This is an optimization exercise on Yosys and OpenROAD, whose aim is small area, not a production implementation. The RTL was checked by simulation tests, not by an equivalence proof against the original design. Power and IR drop assume default switching activity.

<file path="design/flow/design.v">
package mips16_pkg;
    localparam logic [2:0] OP_RTYPE   = 3'b000;
    localparam logic [2:0] OP_ADDI    = 3'b001;
    localparam logic [2:0] F3_ADD  = 3'd1;
    localparam logic [2:0] F3_SUB  = 3'd2;
    localparam logic [2:0] F3_AND  = 3'd3;
    localparam logic [2:0] F3_OR   = 3'd4;
    localparam logic [2:0] F3_SLT  = 3'd5;
    localparam logic [2:0] F3_SLL1 = 3'd6;
    localparam logic [2:0] F3_SRL1 = 3'd7;
    function automatic logic [13:0] encode(input logic [15:0] w);
        logic is_addi;
        logic is_r;
        is_addi = (w[15:13] == OP_ADDI);
        is_r    = (w[15:13] == OP_RTYPE) && !w[3];
        encode  = {is_addi, w[12:3], w[2:0] & {3{is_addi | is_r}}};
    endfunction
endpackage
module mips16_regfile (
    input  logic        clk,
    input  logic        reset,
    input  logic [2:0]  raddr_a,
    input  logic [2:0]  raddr_b,
    output logic [15:0] rdata_a,
    output logic [15:0] rdata_b,
    input  logic        we,
    input  logic [2:0]  waddr,
    input  logic [15:0] wdata
);
    logic [7:1][15:0] regs;
    logic [7:1]       valid;
    logic [7:1]       wsel;
    for (genvar i = 1; i < 8; i++) begin : g_wsel
        assign wsel[i] = (waddr == 3'(i));
    end
    always_ff @(posedge clk or negedge reset) begin
        if (!reset) begin
            valid <= '0;
        end else if (we) begin
            valid <= valid | wsel;
        end
    end
    for (genvar i = 1; i < 8; i++) begin : g_reg
        always_ff @(posedge clk) begin
            if (we && wsel[i]) regs[i] <= wdata;
        end
    end
    mips16_rdport u_rd_a (.raddr(raddr_a), .regs(regs), .valid(valid), .wsel(wsel),
                          .wdata(wdata), .rdata(rdata_a));
    mips16_rdport u_rd_b (.raddr(raddr_b), .regs(regs), .valid(valid), .wsel(wsel),
                          .wdata(wdata), .rdata(rdata_b));
endmodule
module mips16_rdport (
    input  logic [2:0]        raddr,
    input  logic [7:1][15:0]  regs,
    input  logic [7:1]        valid,
    input  logic [7:1]        wsel,
    input  logic [15:0]       wdata,
    output logic [15:0]       rdata
);
    logic [7:0] sel;    
    for (genvar i = 1; i < 8; i++) begin : g_sel
        assign sel[i] = (raddr == 3'(i)) && valid[i] && !wsel[i];
    end
    assign sel[0] = (raddr != 3'd0) && (|((wsel) & {
        raddr == 3'd7, raddr == 3'd6, raddr == 3'd5, raddr == 3'd4,
        raddr == 3'd3, raddr == 3'd2, raddr == 3'd1}));
    for (genvar b = 0; b < 16; b++) begin : g_bit
        logic [2:0] n;
        mips16_aoi3 u_a (.s(sel[2:0]), .d({regs[2][b], regs[1][b], wdata[b]}), .y(n[0]));
        mips16_aoi3 u_b (.s(sel[5:3]), .d({regs[5][b], regs[4][b], regs[3][b]}), .y(n[1]));
        mips16_aoi3 u_c (.s({1'b0, sel[7:6]}), .d({1'b0, regs[7][b], regs[6][b]}), .y(n[2]));
        assign rdata[b] = ~&n;
    end
endmodule
module mips16_core (
    input  logic        clk,
    input  logic        reset,
    input  logic [15:0] din,
    input  logic        wen,
    input  logic        pc_reset,
    input  logic        rd_en,
    output logic [15:0] dout
);
    logic [255:0][13:0] imem;
    logic [7:0]   pc;
    logic [7:0]   ptr;
    logic         ifid_ok;
    logic [13:0]  ifid_p0;
    logic [13:0]  ifid_p1;
    logic [13:0]  ifid_w;
    logic [2:0]   idex_dest, exmem_dest, memwb_dest;
    logic [15:0]  exmem_data, memwb_data;
    logic [15:0]  idex_a, idex_b;
    logic [2:0]   idex_op;
    logic         advance;
    logic         wb_we;
    logic [13:0]  wr_word;
    logic [255:0] rsel;
    logic [13:0]  rword0;
    logic [13:0]  rword1;
    logic         fetch_ok;
    assign advance = rd_en && !wen;
    assign wb_we   = advance && !pc_reset && (memwb_dest != 3'd0);
    assign wr_word = mips16_pkg::encode(din);
    for (genvar i = 0; i < 256; i++) begin : g_imem
        always_ff @(posedge clk) begin
            if (wen && ptr == 8'(i)) imem[i] <= wr_word;
        end
    end
    logic [15:0] pc_hi_1c;
    logic [15:0] pc_lo_1c;
    always_comb begin
        for (int i = 0; i < 256; i++) rsel[i] = !(pc_hi_1c[i / 16] || pc_lo_1c[i % 16]);
    end
    logic [85:0][13:0] grp_n;
    for (genvar g = 0; g < 85; g++) begin : g_rgrp
        for (genvar b = 0; b < 14; b++) begin : g_bit
            mips16_aoi3 u_aoi (
                .s ({rsel[3*g+2], rsel[3*g+1], rsel[3*g]}),
                .d ({imem[3*g+2][b], imem[3*g+1][b], imem[3*g][b]}),
                .y (grp_n[g][b])
            );
        end
    end
    assign grp_n[85] = ~(imem[255] & {14{rsel[255]}});
    always_comb begin
        rword0 = '0;
        rword1 = '0;
        for (int g = 0; g < 43; g++) rword0 = rword0 | ~grp_n[g];
        for (int g = 43; g < 86; g++) rword1 = rword1 | ~grp_n[g];
    end
    assign fetch_ok = (pc < ptr);
    logic [2:0]  rs, rt, rd, f3;
    logic        is_addi;
    logic [15:0] ra, rb, op_b, sum, alu_res;
    logic [2:0]  op;
    logic [2:0]  dest;
    logic        sub;
    assign ifid_w  = ifid_p0 | ifid_p1;
    assign is_addi = ifid_ok && ifid_w[13];
    assign rs      = ifid_w[12:10];
    assign rt      = ifid_w[9:7];
    assign rd      = ifid_w[6:4];
    assign f3      = ifid_ok ? ifid_w[2:0] : 3'd0;
    mips16_regfile u_regfile (
        .clk     (clk),
        .reset   (reset),
        .raddr_a (rs),
        .raddr_b (rt),
        .rdata_a (ra),
        .rdata_b (rb),
        .we      (wb_we),
        .waddr   (memwb_dest),
        .wdata   (memwb_data)
    );
    always_comb begin
        if (is_addi)              dest = rt;
        else if (f3 != 3'd0)      dest = rd;
        else                      dest = 3'd0;
    end
    assign op_b = is_addi ? {{9{ifid_w[6]}}, ifid_w[6:0]} : rb;
    assign op   = is_addi ? mips16_pkg::F3_ADD : f3;
    assign sub  = (idex_op == mips16_pkg::F3_SUB || idex_op == mips16_pkg::F3_SLT);
    assign sum  = idex_a + (sub ? ~idex_b : idex_b) + {15'd0, sub};
    always_comb begin
        case (idex_op)
            mips16_pkg::F3_AND:  alu_res = idex_a & idex_b;
            mips16_pkg::F3_OR:   alu_res = idex_a | idex_b;
            mips16_pkg::F3_SLT:  alu_res = {15'd0, (idex_a[15] ^ idex_b[15]) ? idex_a[15] : sum[15]};
            mips16_pkg::F3_SLL1: alu_res = {idex_b[14:0], 1'b0};
            mips16_pkg::F3_SRL1: alu_res = {1'b0, idex_b[15:1]};
            default:             alu_res = sum;
        endcase
    end
    always_ff @(posedge clk or negedge reset) begin
        if (!reset) begin
            pc         <= '0;
            pc_hi_1c   <= ~16'd1;
            pc_lo_1c   <= ~16'd1;
            ptr        <= '0;
            ifid_ok    <= 1'b0;
            idex_dest  <= '0;
            exmem_dest <= '0;
            memwb_dest <= '0;
            dout       <= '0;
        end else begin
            if (wen) begin
                ptr <= ptr + 8'd1;
            end
            if (pc_reset) begin
                pc         <= '0;
                pc_hi_1c   <= ~16'd1;
                pc_lo_1c   <= ~16'd1;
                ifid_ok    <= 1'b0;
                idex_dest  <= '0;
                exmem_dest <= '0;
                memwb_dest <= '0;
            end else if (advance) begin
                pc         <= pc + 8'd1;
                pc_lo_1c   <= {pc_lo_1c[14:0], pc_lo_1c[15]};
                if (!pc_lo_1c[15]) pc_hi_1c <= {pc_hi_1c[14:0], pc_hi_1c[15]};
                ifid_ok    <= fetch_ok;
                idex_dest  <= dest;
                exmem_dest <= idex_dest;
                memwb_dest <= exmem_dest;
            end
            if (wb_we) begin
                dout <= memwb_data;
            end
        end
    end
    always_ff @(posedge clk) begin
        if (advance) begin
            ifid_p0    <= rword0;
            ifid_p1    <= rword1;
            idex_a     <= ra;
            idex_b     <= op_b;
            idex_op    <= op;
            exmem_data <= alu_res;
            memwb_data <= exmem_data;
        end
    end
endmodule
module mips16_aoi3 (
    input  logic [2:0] s,
    input  logic [2:0] d,
    output logic       y
);
    assign y = ~|(s & d);
endmodule
</file>
<file path="design/flow/run.sh">
#!/bin/bash
# synth_recipe.tcl (not shown) runs the flow's synth.tcl, then flattens the netlist and writes it again
# the make line also repeats each setting of config.mk as NAME=value (left out here)
make -C /OpenROAD-flow-scripts/flow DESIGN_CONFIG=/design/flow/config.mk WORK_HOME=/design/flow/orfs CLKGATE_MAP_FILE= SYNTH_SCRIPT=/design/flow/synth_recipe.tcl finish
</file>
<file path="design/flow/config.mk">
export PLATFORM = sky130hd
export DESIGN_NAME = mips16_core
export DESIGN_NICKNAME = mips16_core
export VERILOG_FILES = /design/flow/design.v
export SDC_FILE = /design/flow/constraint.sdc
export NUM_CORES = 4
export LEC_CHECK = 0
export CAP_MARGIN = 10
export CORE_MARGIN = 2
export CORE_UTILIZATION = 50
export CTS_CLUSTER_DIAMETER = 100
export CTS_CLUSTER_SIZE = 30
export GPL_TIMING_DRIVEN = 0
export SETUP_SLACK_MARGIN = 0.35
export SLEW_MARGIN = 10
export SYNTH_HIERARCHICAL = 1
export SYNTH_MEMORY_MAX_BITS = 8192
</file>
<file path="design/flow/constraint.sdc">
create_clock -name core_clock -period 5.0 [get_ports {clk}]
set_input_delay 1.0000 -clock core_clock [delete_from_list [all_inputs] [get_ports {clk}]]
set_output_delay 1.0000 -clock core_clock [all_outputs]
set_load 0.01 [all_outputs]
</file>
==> impl_metrics.json, run 1 <==
{
  "drc": 0,
  "grt.overflow.total": 0,
  "power_w": 0.0552,
  "grt_pass1_vias": 72500,
  "wirelength_mm": 395,
  "p_per_area_nw_per_um2": 365,
  "grt_max_degree": 124,
  "peakVddDrop_uv": 252,
  "yosysWarnings": 8,
  "post-route-period-util": 0.956,
  "grt_pass1_wl_mm": 548,
  "drv_slew": 0,
  "synthFlopType": "edfxtp_1",
  "status": "no timing/DRC/antenna violations",
  "tns_ps": 0,
  "leakage_nw": 45.3,
  "io_pins": 37,
  "avgSynthCellArea_sq_um": 20.0,
  "fin_area_sq_um": 151000,
  "cts_hold_buf": 0,
  "fp.dieH_um": 529,
  "setup_viol": 0,
  "timing.critical_path.from_type": "flop",
  "post_cts_buffers": 0,
  "maxSlewHeadroom": 0.0759,
  "clock.fmax_ghz": 0.209,
  "critical_path_class": "flop to flop",
  "worstPathArrival_ps": 5360,
  "async_reset_ff_frac": 0.0209,
  "worst_pin_slew_ps": 1380,
  "cp.required_ps": 5580,
  "rows": 192,
  "gp_congestion": 0.872,
  "track_usage": 0.276,
  "design.die.area_sq_um": 280000,
  "reg2reg_depth": 8,
  "h-tree-depth": 4,
  "drtIter0Drc": 16500,
  "port_buffers": 35,
  "fp.dieW_um": 529,
  "clock_path_buffers": 4,
  "rsz0062_at_grt": "yes",
  "core_sq_um": 274000,
  "post_drt_wl_per_cell_um": 36.2,
  "dpl-instance-area_sq_um": 146000,
  "syn_area_sq_um": 138000,
  "vias_per_cell": 7.08,
  "synth-seq-area-share": 0.841,
  "antenna_found_initial": 14,
  "layout_commonest_cell": "edfxtp_1",
  "max_cap_violations": 0,
  "crit_fanout": 14,
  "area_delta_synth_final_pct": 9.81,
  "drt-pass1-iter-count": 12,
  "numCtsBuffers": 159,
  "dp_hpwl_mm": 255,
  "ys_seq_elements": 3872,
  "hp-class": "input port to asynchronous set/reset pin",
  "skew_ps": 65.3,
  "clkTransAtPathRegs_ps": 110,
  "synth_edf_count": 3791,
  "fin_util": 0.553,
  "hold_slack_ps": 38.7,
  "initial_utilization": 0.503,
  "end_kind": "flop",
  "vias": 77400,
  "cts_root_buf": "clkbuf_16",
  "ys_types": 74,
  "drive_gt1_frac": 0.106,
  "mostFrequentLayoutCells": "edfxtp_1 (3791), a222oi_1 (1286), nor2_1 (328)",
  "cts_sinks": 3872,
  "fin_crit_ps": 4780,
  "clock_latency_ps": 900,
  "ant_nets": 0,
  "synth_cells": 6896,
  "cts_tree": "yes",
  "finalHoldViolCount": 0,
  "nNetsFinal": 7349
}
==> critical path, cell delays in order (launching register included) <==
cell      delay, ps
dfstp_2         540
clkbuf_2        660
clkbuf_2        390
buf_12          250
nor2_1          270
a222oi_1        570
nand4_1         380
nor4_1         1160
nand3_1         180
==> worst paths after layout <==
path / startpoint / slack [ps] / endpoint
worst max-delay path: pc_lo_1c[5]$_DFFE_PN1N_ / 220 / ifid_p1[11]$_DFFE_PP_
worst min-delay path: reset / 40 / dout[7]$_DFFE_PN0P_
worst max register to register: pc_lo_1c[5]$_DFFE_PN1N_ / 220 / ifid_p1[11]$_DFFE_PP_
worst min register to register: exmem_data[5]$_DFFE_PP_ / 430 / memwb_data[5]$_DFFE_PP_
max in group asynchronous: reset / 4200 / pc_hi_1c[13]$_DFFE_PN1P_
min in group core_clock: exmem_data[5]$_DFFE_PP_ / 430 / memwb_data[5]$_DFFE_PP_
==> power breakdown <==
| part | leakage, nW | total, W | switching [W] | internal (W) |
|---|---|---|---|---|
| logic | 7.85 | 0.00354 | 0.00275 | 0.000794 |
| clock network | 2.13 | 0.0155 | 0.00949 | 0.00604 |
| registers | 35.3 | 0.0362 | 0.000216 | 0.0359 |
==> final cells by class <==
cell class,count,area [sq um]
fillers,20800,122000
diodes,6,15.0
well taps,3589,4490
repair buffers,188,3200
inverters,25,106
plain buffers,128,572
clock buffers,187,4150
flip-flops and latches,3872,116000
clock inverters,18,223
multi-input cells,2923,22700
==> cells in the mapped netlist (5+ instances only) <==
library cell  number  share of area
a2111oi_0         14        0.00089
a211o_1           16         0.0010
a211oi_1           5        0.00027
a21o_1             6        0.00033
a21oi_1           35         0.0013
a222oi_1        1286          0.093
a31oi_1           12        0.00054
and2_1             6        0.00027
and3_1             5        0.00023
buf_1             14        0.00038
clkbuf_1         119         0.0032
dfrtp_1           51         0.0093
dfstp_2           30         0.0057
edfxtp_1        3791           0.83
ha_1              30         0.0027
inv_1             24        0.00065
mux2_2            16         0.0013
mux2i_1            8        0.00058
nand2_1          142         0.0039
nand2b_1          13        0.00059
nand3_1          107         0.0039
nand3b_1          16        0.00087
nand4_1          288          0.013
nor2_1           577          0.016
nor2b_1           18        0.00082
nor3_1            34         0.0012
nor4_1            57         0.0026
o211ai_1           6        0.00033
o21a_1            14        0.00076
o21ai_0           40         0.0015
o21bai_1           6        0.00033
or2_2              6        0.00027
xnor2_1           26         0.0017
xor2_1            12        0.00076
==> Yosys stat by module (local to each module, per instance) <==
module	cells inside	copies in the design	cell area, sq um
mips16_core	5379	1	121000
mips16_regfile	147	1	3680
mips16_rdport	42	2	254
mips16_aoi3	1	1286	10.0
==> metrics by stage <==
step,std cells,setup slack [ps]
2_1_floorplan,6958,-191
3_3_place_gp,10600,-9650
3_5_place_dp,10700,-595
4_1_cts,10900,237
5_1_grt,10900,356
6_report,10900,218
==> metal layers <==
metal | GRT usage | up-vias | wire length [um]
li1 | - | 31700 | -
met1 | 0.394 | 40200 | 151000
met2 | 0.423 | 4906 | 182000
met3 | 0.0569 | 621 | 46300
met4 | 0.0979 | 6 | 16300
met5 | 0 | - | 38
==> kinds of logic after synthesis <==
logic type | synth area share
flip-flops | 0.841
XOR/XNOR | 0.00241
AND/OR/NAND/NOR | 0.0450
buffers and inverters | 0.00457
other | 0.0000545
adder cells (fa/ha/maj) | 0.00287
multiplexers | 0.00197
AO/OA/AOI/OAI | 0.103
==> state kept, by name (all words and copies together), names as in the netlist, 7 cells and up <==
name / flops
memwb_data: 16
idex_a: 16
ifid_p1: 14
dout: 16
pc_hi_1c: 16
ptr: 8
u_regfile.valid: 7
pc_lo_1c: 16
pc: 8
u_regfile.regs: 112
ifid_p0: 14
exmem_data: 16
idex_b: 16
imem: 3584
==> repair_timing <==
item | 4_1_cts | 5_1_grt
gates resized for setup | 51 | 21
endpoints found under the setup margin | 25 | 18
pin swaps | 0 | 4
==> run 2: changes to the inputs <==
==> design/flow/config.mk (replaced) <==
export PLATFORM = sky130hd
export DESIGN_NAME = mips16_core
export DESIGN_NICKNAME = mips16_core
export VERILOG_FILES = /design/flow/design.v
export SDC_FILE = /design/flow/constraint.sdc
export NUM_CORES = 4
export LEC_CHECK = 0
export CAP_MARGIN = 0
export CORE_MARGIN = 2
export CORE_UTILIZATION = 50
export CTS_CLUSTER_DIAMETER = 100
export CTS_CLUSTER_SIZE = 30
export GPL_TIMING_DRIVEN = 0
export SETUP_SLACK_MARGIN = 0.3
export SLEW_MARGIN = 0
export SYNTH_HIERARCHICAL = 1
export SYNTH_MEMORY_MAX_BITS = 8192
==> run 2 against run 1 <==
  * Synthesized cell count unchanged
  * Global-route usage about the same
  * First-iteration DRC count up 2.5%
  * The layout now fails its checks (max-capacitance violations, max-slew violations)
  * Hold slack better by 390 ps
  * Maximum frequency down 2.1%
  * Die area unchanged
  * Sequential power about the same
  * Highest routed layer unchanged
  * Register-to-register slack worse by 100 ps
  * Sequential share of layout area up 0.48 points
==> impl_metrics.json, run 2 <==
{
  "drtIter0Drc": 16900,
  "status": "complete, but fails checks",
  "synth_area_leader_cell": "edfxtp_1",
  "timing.critical_path.from_type": "flop",
  "ff2ff_setup_slack_ps": 110,
  "fp.dieH_um": 529,
  "grt.overflow.total": 0,
  "wirelength_mm": 396,
  "clock_path_buffers": 4,
  "clock.fmax_ghz": 0.205,
  "crit_cells": 7,
  "worst_pin_slew_ps": 1530,
  "synthFlopType": "edfxtp_1",
  "worstPathArrival_ps": 5360,
  "rsz0062_at_grt": "yes",
  "async_reset_ff_frac": 0.0209,
  "crit_chain": "clkbuf_2 > buf_16 > nor2_1 > a222oi_1 > nand4_1 > nor4_1 > nand3_1",
  "yosysMostFrequentCell": "edfxtp_1",
  "peakVddDrop_uv": 297,
  "dpl-instance-area_sq_um": 145000,
  "cp.required_ps": 5470,
  "post-route-period-util": 0.977,
  "clkTransAtPathRegs_ps": 110,
  "drc": 0,
  "antenna_found_initial": 14,
  "ys_seq_elements": 3872,
  "p_sw_w": 0.0125,
  "maxSlewHeadroom": -0.0221,
  "syn_area_sq_um": 138000,
  "fin_area_sq_um": 150000,
  "cts_sinks": 3872,
  "cts_tree": "yes",
  "fillers": 20800,
  "core_sq_um": 274000,
  "h-tree-depth": 4,
  "cts_root_buf": "clkbuf_16",
  "violatedChecks": "max-capacitance violations, max-slew violations",
  "dp_hpwl_mm": 248,
  "cpPeakStageDelay_ps": 900,
  "synth_edf_count": 3791,
  "hold_slack_ps": 426,
  "yosysWarnings": 8,
  "largestRegisters": "imem (3584), u_regfile.regs (112)",
  "drive_gt1_frac": 0.0789,
  "ant_nets": 0,
  "crit_end": "ifid_p0[5]$_DFFE_PP_",
  "post_drt_wl_per_cell_um": 36.2,
  "synth_top_area_frac": 0.826,
  "rr_startpoint": "pc_lo_1c[11]$_DFFE_PN1N_",
  "nNetsFinal": 7321,
  "mostFrequentLayoutCells": "edfxtp_1 (3791), a222oi_1 (1286), nor2_1 (503)",
  "seq_area_sq_um": 116000,
  "r2r-end": "ifid_p0[5]$_DFFE_PP_",
  "synth_cells": 6896,
  "crit_slowest_cell": "dfstp_2",
  "setup_viol": 0,
  "fp.dieW_um": 529,
  "gp_congestion": 0.872,
  "vias_per_cell": 7.06,
  "leakage_nw": 45.1,
  "reg2reg_depth": 7,
  "worstSetupStartpoint": "pc_lo_1c[11]$_DFFE_PN1N_",
  "synth-seq-area-share": 0.841,
  "drt-pass1-iter-count": 10,
  "numCtsBuffers": 155,
  "rows": 192,
  "switching_share": 0.226,
  "area_delta_synth_final_pct": 9.13,
  "hp-class": "flop to flop",
  "initial_utilization": 0.503,
  "combPwrFrac": 0.061,
  "clock_latency_ps": 900,
  "track_usage": 0.276,
  "crit_fanout": 14,
  "fin_crit_ps": 4890,
  "power_w": 0.0552,
  "p_per_area_nw_per_um2": 367,
  "max_cap_violations": 2,
  "multi_input_area_sq_um": 22200,
  "avgSynthCellArea_sq_um": 20.0,
  "intPower_w": 0.0427,
  "grt_max_degree": 136,
  "end_kind": "flop",
  "critical_path_class": "flop to flop",
  "p_seq_frac": 0.655,
  "io_pins": 37,
  "synthTopCellsByArea": "edfxtp_1 (83%), a222oi_1 (9.3%), nor2_1 (1.6%)",
  "grt_pass1_wl_mm": 547,
  "grt_pass1_vias": 72200,
  "fin_util": 0.549,
  "layout_commonest_cell": "edfxtp_1",
  "clockPowerShare": 0.283,
  "skew_ps": 49.0,
  "largest_register_ffs": 3584,
  "worst-path-buf-inv": 2,
  "design.die.area_sq_um": 280000,
  "port_buffers": 35,
  "timing.critical_path.max_delay_family": "simple AND/OR/NAND/NOR gates",
  "ys_types": 74,
  "ys_top_cells_by_count": "edfxtp_1 (3791), a222oi_1 (1286), nor2_1 (577)",
  "vias": 77200,
  "drv_slew": 30,
  "top_register": "imem",
  "finalHoldViolCount": 0
}
run 2: cell counts after synthesis:
Identical to the previous run, type by type.
run 2: Yosys stat by module, one instance, submodules excluded:
module          cell area [sq um]  flip-flops and latches  cells  copies in the design
mips16_rdport                 254                       0     42                     2
mips16_regfile               3680                     119    147                     1
mips16_core                121000                    3753   5379                     1
mips16_aoi3                  10.0                       0      1                  1286
run 2: metrics by stage:
stage,instances,setup WS [ps],setup TNS [ps]
floorplan,6958,-191,-48880
global placement,10600,-9650,-
detailed placement,10700,-1110,-177080
CTS,10900,251,0
global route,10900,265,0
finish,10900,115,0
run 2: how the worst min path moves through the flow:
stage,startpoint,to,cells past startpoint
6_report,exmem_data[5]$_DFFE_PP_,memwb_data[5]$_DFFE_PP_,0
5_1_grt,exmem_data[8]$_DFFE_PP_,memwb_data[8]$_DFFE_PP_,0
4_1_cts,din[3],imem[2775]$_DFFE_PP_,1
3_5_place_dp,exmem_data[0]$_DFFE_PP_,memwb_data[0]$_DFFE_PP_,0
3_3_place_gp,exmem_data[0]$_DFFE_PP_,memwb_data[0]$_DFFE_PP_,0
2_1_floorplan,exmem_data[0]$_DFFE_PP_,memwb_data[0]$_DFFE_PP_,0
run 2: per-layer routing:
| metal | up-vias | wire length [um] | share of wire | track usage |
|---|---|---|---|---|
| li1 | 31600 | - | - | - |
| met1 | 40200 | 153000 | 0.39 | 0.397 |
| met2 | 4789 | 183000 | 0.46 | 0.424 |
| met3 | 568 | 44500 | 0.11 | 0.0520 |
| met4 | 6 | 14900 | 0.038 | 0.0970 |
| met5 | - | 37 | 0.000093 | 0 |
run 2: logic make-up after synthesis:
kind of cell / Yosys count / synth area share
flops: 3872 / 0.841
compound gates: 1471 / 0.103
simple gates: 1294 / 0.0450
buf+inv: 163 / 0.00457
xor+xnor: 38 / 0.00241
fa+ha+maj: 31 / 0.00287
mux: 25 / 0.00197
other cells: 2 / 0.0000545
run 2: cell type report:
type	instances	share of cell area
tap	3589	0.0298
buffer	125	0.00376
antenna	11	0.000183
clock buffer	199	0.0278
multi-input combinational	2923	0.148
timing repair buffer	167	0.0183
sequential	3872	0.770
inverter	25	0.000707
clock inverter	17	0.00156
run 2: power groups by stage:
stage | clock [W] | combinational, W | sequential, W
global route | 0.0168 | 0.00344 | 0.0362
floorplan | 0 | 0.00118 | 0.0368
global placement | 0 | 0.00298 | 0.0372
detailed placement | 0 | 0.00326 | 0.0369
finish | 0.0156 | 0.00338 | 0.0362
CTS | 0.0158 | 0.00325 | 0.0362
run 2: repair_timing:
action,in CTS,in global routing
hold endpoints to repair,10,0
endpoints found under the setup margin,27,23
gates cloned,0,0
hold buffers,1,0
gates resized for setup,52,17
buffers inserted,0,0
==> run 3: changes to the inputs <==
--- a/design/flow/design.v
+++ b/design/flow/design.v
@@ -109,9 +109,16 @@
         end
     end
     logic [15:0] pc_hi_1c;
+    logic [15:0] pc_lo_1c_a;    
+    logic [15:0] pc_lo_1c_b;    
     logic [15:0] pc_lo_1c;
-    always_comb begin
-        for (int i = 0; i < 256; i++) rsel[i] = !(pc_hi_1c[i / 16] || pc_lo_1c[i % 16]);
+    logic [15:0] pc_lo_nx;
+    logic [7:0]  pc_inc;
+    assign pc_lo_1c = pc_lo_1c_a & pc_lo_1c_b;
+    assign pc_lo_nx = {pc_lo_1c[14:0], pc_lo_1c[15]};
+    assign pc_inc   = pc + 8'd1;
+    always_comb begin
+        for (int i = 0; i < 256; i++) rsel[i] = !(pc_hi_1c[i / 16] || (i < 128 ? pc_lo_1c_a[i % 16] : pc_lo_1c_b[i % 16]));
     end
     logic [85:0][13:0] grp_n;
     for (genvar g = 0; g < 85; g++) begin : g_rgrp
@@ -177,7 +184,8 @@
         if (!reset) begin
             pc         <= '0;
             pc_hi_1c   <= ~16'd1;
-            pc_lo_1c   <= ~16'd1;
+            pc_lo_1c_a <= ~16'd1;
+            pc_lo_1c_b <= '1;
             ptr        <= '0;
             ifid_ok    <= 1'b0;
             idex_dest  <= '0;
@@ -191,14 +199,16 @@
             if (pc_reset) begin
                 pc         <= '0;
                 pc_hi_1c   <= ~16'd1;
-                pc_lo_1c   <= ~16'd1;
+                pc_lo_1c_a <= ~16'd1;
+                pc_lo_1c_b <= '1;
                 ifid_ok    <= 1'b0;
                 idex_dest  <= '0;
                 exmem_dest <= '0;
                 memwb_dest <= '0;
             end else if (advance) begin
-                pc         <= pc + 8'd1;
-                pc_lo_1c   <= {pc_lo_1c[14:0], pc_lo_1c[15]};
+                pc         <= pc_inc;
+                pc_lo_1c_a <= pc_lo_nx | {16{pc_inc[7]}};
+                pc_lo_1c_b <= pc_lo_nx | {16{!pc_inc[7]}};
                 if (!pc_lo_1c[15]) pc_hi_1c <= {pc_hi_1c[14:0], pc_hi_1c[15]};
                 ifid_ok    <= fetch_ok;
                 idex_dest  <= dest;
==> design/flow/config.mk (replaced) <==
export PLATFORM = sky130hd
export DESIGN_NAME = mips16_core
export DESIGN_NICKNAME = mips16_core
export VERILOG_FILES = /design/flow/design.v
export SDC_FILE = /design/flow/constraint.sdc
export NUM_CORES = 4
export LEC_CHECK = 0
export CAP_MARGIN = 20
export CORE_MARGIN = 2
export CORE_UTILIZATION = 50
export CTS_CLUSTER_DIAMETER = 100
export CTS_CLUSTER_SIZE = 25
export GPL_TIMING_DRIVEN = 0
export SETUP_SLACK_MARGIN = 0.35
export SLEW_MARGIN = 20
export SYNTH_HIERARCHICAL = 1
export SYNTH_MEMORY_MAX_BITS = 8192
==> run 3 against run 2 <==
  * Die area rose by 0.38%
  * Largest power group unchanged
  * Utilization rose by 0.37 points
  * Final area rose by 1.5%
  * Now clean on timing, DRC and antenna
  * Critical path type unchanged
==> impl_metrics.json, run 3 <==
{
  "worst_pin_slew_ps": 1280,
  "critical_path_class": "flop to flop",
  "core_sq_um": 276000,
  "nNetsFinal": 7414,
  "post_drt_wl_per_cell_um": 35.7,
  "dp_hpwl_mm": 254,
  "place_ws_ps": -686,
  "setup_ws_ps": 358,
  "fp.dieW_um": 530,
  "fin_util": 0.553,
  "rows": 193,
  "wirelength_mm": 397,
  "peakVddDrop_uv": 285,
  "seq_area_sq_um": 116000,
  "drive_gt1_frac": 0.128,
  "largest_register_ffs": 3584,
  "async_reset_ff_frac": 0.0249,
  "synth-seq-area-share": 0.840,
  "area_delta_synth_final_pct": 10.3,
  "ys_types": 71,
  "timing.critical_path.from_type": "flop",
  "leakage_nw": 45.7,
  "crit_slowest_cell": "a222oi_1",
  "ys_top_cells_by_count": "edfxtp_1 (3791), a222oi_1 (1287), nor2_1 (605)",
  "syn_area_sq_um": 138000,
  "hp-class": "flop to flop",
  "drt-pass1-iter-count": 10,
  "design.die.area_sq_um": 281000,
  "multi_input_area_sq_um": 23000,
  "top_register": "imem",
  "cts_tree": "yes",
  "clock.fmax_ghz": 0.215,
  "fin_crit_ps": 4640,
  "path_common_cell": "clkbuf_1",
  "worstPathArrival_ps": 5110,
  "largestRegisters": "imem (3584), u_regfile.regs (112)",
  "vias": 77500,
  "fp.dieH_um": 530,
  "ys_seq_elements": 3888,
  "numCtsBuffers": 179,
  "max_cap_violations": 0,
  "io_pins": 37,
  "track_usage": 0.276,
  "antenna_found_initial": 19,
  "grt_pass1_wl_mm": 549,
  "synth_top_area_frac": 0.822,
  "post-route-period-util": 0.928,
  "ant_nets": 0,
  "fillers": 20800,
  "synth_edf_count": 3791,
  "drc": 0,
  "synth_area_leader_cell": "edfxtp_1",
  "grt_max_degree": 107,
  "crit_chain": "clkbuf_1 > clkbuf_1 > nor2_1 > a222oi_1 > nand4_1 > a2111oi_2 > nand3_1",
  "maxSlewHeadroom": 0.142,
  "worst-path-buf-inv": 2,
  "crit_fanout": 14,
  "drv_slew": 0,
  "yosysMostFrequentCell": "edfxtp_1",
  "cts_sinks": 3888,
  "synthFlopType": "edfxtp_1",
  "skew_ps": 62.9,
  "mostFrequentLayoutCells": "edfxtp_1 (3791), a222oi_1 (1287), nor2_2 (374)",
  "grt.overflow.total": 0,
  "drtIter0Drc": 17600,
  "cts_root_buf": "clkbuf_16",
  "vias_per_cell": 6.97,
  "yosysWarnings": 8,
  "clock_path_buffers": 4,
  "end_kind": "flop",
  "layout_commonest_cell": "edfxtp_1",
  "h-tree-depth": 4,
  "cp.required_ps": 5470,
  "status": "no timing/DRC/antenna violations",
  "synth_cells": 6925,
  "avgSynthCellArea_sq_um": 20.0,
  "gp_congestion": 0.888,
  "setup_viol": 0,
  "finalHoldViolCount": 0,
  "p_per_area_nw_per_um2": 362,
  "clock_latency_ps": 910,
  "initial_utilization": 0.501,
  "clkTransAtPathRegs_ps": 100,
  "grt_pass1_vias": 72900,
  "post_cts_buffers": 0,
  "synthTopCellsByArea": "edfxtp_1 (82%), a222oi_1 (9.3%), nor2_1 (1.6%)",
  "cpPeakStageDelay_ps": 750,
  "port_buffers": 36,
  "rsz0062_at_grt": "no",
  "timing.critical_path.max_delay_family": "compound AO/OA/AOI/OAI gates"
}
[run 3: cell count changes in the layout (fill, tap and decap cells not counted), moves of 12 or more]
cell       delta
clkbuf_16    +20
clkbuf_2     +20
nor4_2       -12
clkbuf_1     -12
nor2_2      +299
dfstp_2      +16
nand2_1      -34
a21oi_1      +34
nand3b_1     -15
nor2_1      -274
[run 3: logic make-up (layout without fill, tap and decap cells)]
family	count (synthesis)	count (layout)	share of synthesized area
multiplexers	29	29	0.00227
adder cells (fa/ha/maj)	31	31	0.00286
AO/OA/AOI/OAI	1513	1513	0.104
buffers and inverters	159	586	0.00454
AND/OR/NAND/NOR	1262	1262	0.0434
flip-flops	3888	3888	0.840
XOR/XNOR	41	41	0.00259
other	2	67	0.0000543
[run 3: power by group]
part / internal [W] / switching (W)
registers: 0.0361 / 0.000149
clock network: 0.00668 / 0.00967
logic: 0.000516 / 0.00210
total: 0.0433 / 0.0119
[run 3: per-layer routing]
| metal | wire [um] | track usage |
|---|---|---|
| met5 | 67 | 0 |
| met4 | 15000 | 0.0948 |
| met3 | 43900 | 0.0474 |
| met2 | 183000 | 0.423 |
| met1 | 155000 | 0.402 |
[run 3: layout make-up]
type	instances	share of cell area
clock buffers	221	0.0307
well taps	3705	0.0304
flip-flops and latches	3888	0.762
repair buffers	198	0.0204
inverters	23	0.000647
plain buffers	132	0.00395
diodes	3	0.0000492
clock inverters	12	0.00105
multi-input cells	2940	0.151
[run 3: worst paths after layout]
check / end / cells past startpoint / from / slack [ps]
max in group asynchronous: pc_lo_1c_b[5]$_DFFE_PN1P_ / 3 / reset / 3670
min in group asynchronous: dout[12]$_DFFE_PN0P_ / 2 / reset / 570
min: memwb_data[8]$_DFFE_PP_ / 0 / exmem_data[8]$_DFFE_PP_ / 430
min reg2reg: memwb_data[8]$_DFFE_PP_ / 0 / exmem_data[8]$_DFFE_PP_ / 430
max reg2reg: ifid_p1[9]$_DFFE_PP_ / 7 / pc_hi_1c[14]$_DFFE_PN1P_ / 360
max: ifid_p1[9]$_DFFE_PP_ / 7 / pc_hi_1c[14]$_DFFE_PN1P_ / 360
[run 3: modules after synthesis, one instance, submodules excluded]
module | flip-flops and latches | area [sq um] | times used
mips16_core | 3769 | 121000 | 1
mips16_regfile | 119 | 3680 | 1
mips16_rdport | 0 | 254 | 2
mips16_aoi3 | 0 | 10.0 | 1286
[run 3: timing repair]
action | CTS | global route
pin swaps | 0 | 0
hold buffers | 1 | 0
setup endpoints to repair | 15 | 21
resized for setup | 19 | 5
hold endpoints to repair | 26 | 0
gates cloned | 0 | 0
[run 3: worst register-to-register path, delay by kind of cell, from the launching register on]
| family | cells | cell delay (ps) |
|---|---|---|
| compound gates | 2 | 1380 |
| buf+inv | 2 | 1030 |
| flops | 1 | 520 |
| simple gates | 3 | 1290 |
[run 3: per-stage QoR]
stage               hold WS [ps]  TNS (ps)  area [sq um]  std cells  total power, W
global route                 440         0        153000      11100          0.0565
finish                       429         0        153000      11100          0.0552
global placement             401         -        144000      10700          0.0395
floorplan                    400    -48880        139000       6987          0.0378
detailed placement           405    -66130        147000      10900          0.0395
CTS                          430         0        152000      11100          0.0553

separate check: timing with driven ports:
The results above use ideal ports. As a check the final layouts listed here were re-extracted and re-timed, cells and wires unchanged.
Step 1 assumes that a clkbuf_16 drives the clock port and a buf_2 every other input.
Step 2 also shifts input and output timing later by t, the mid clock arrival at the registers, as if the neighbouring blocks saw the same clock.
Three values: ideal, step 1, step 2; two values: the first two.
| run | shift t [ns] | setup slack, ns | hold WS [ns] | cell pins on the clock port's net |
|---|---|---|---|---|
| run 1 | 0.965 | 0.218 / 0.218 / -0.440 | 0.039 / -0.023 / 0.426 | 1 |
| run 2 | 0.976 | 0.115 / 0.115 / -0.487 | 0.426 / 0.404 / 0.426 | 1 |
| run 3 | 0.984 | 0.358 / 0.358 / -0.361 | 0.429 / 0.429 / 0.429 | 1 |
For run 3, which loses most, drivers alone change the setup slack by 0.000 ns; drivers and shift together by -0.719 ns.
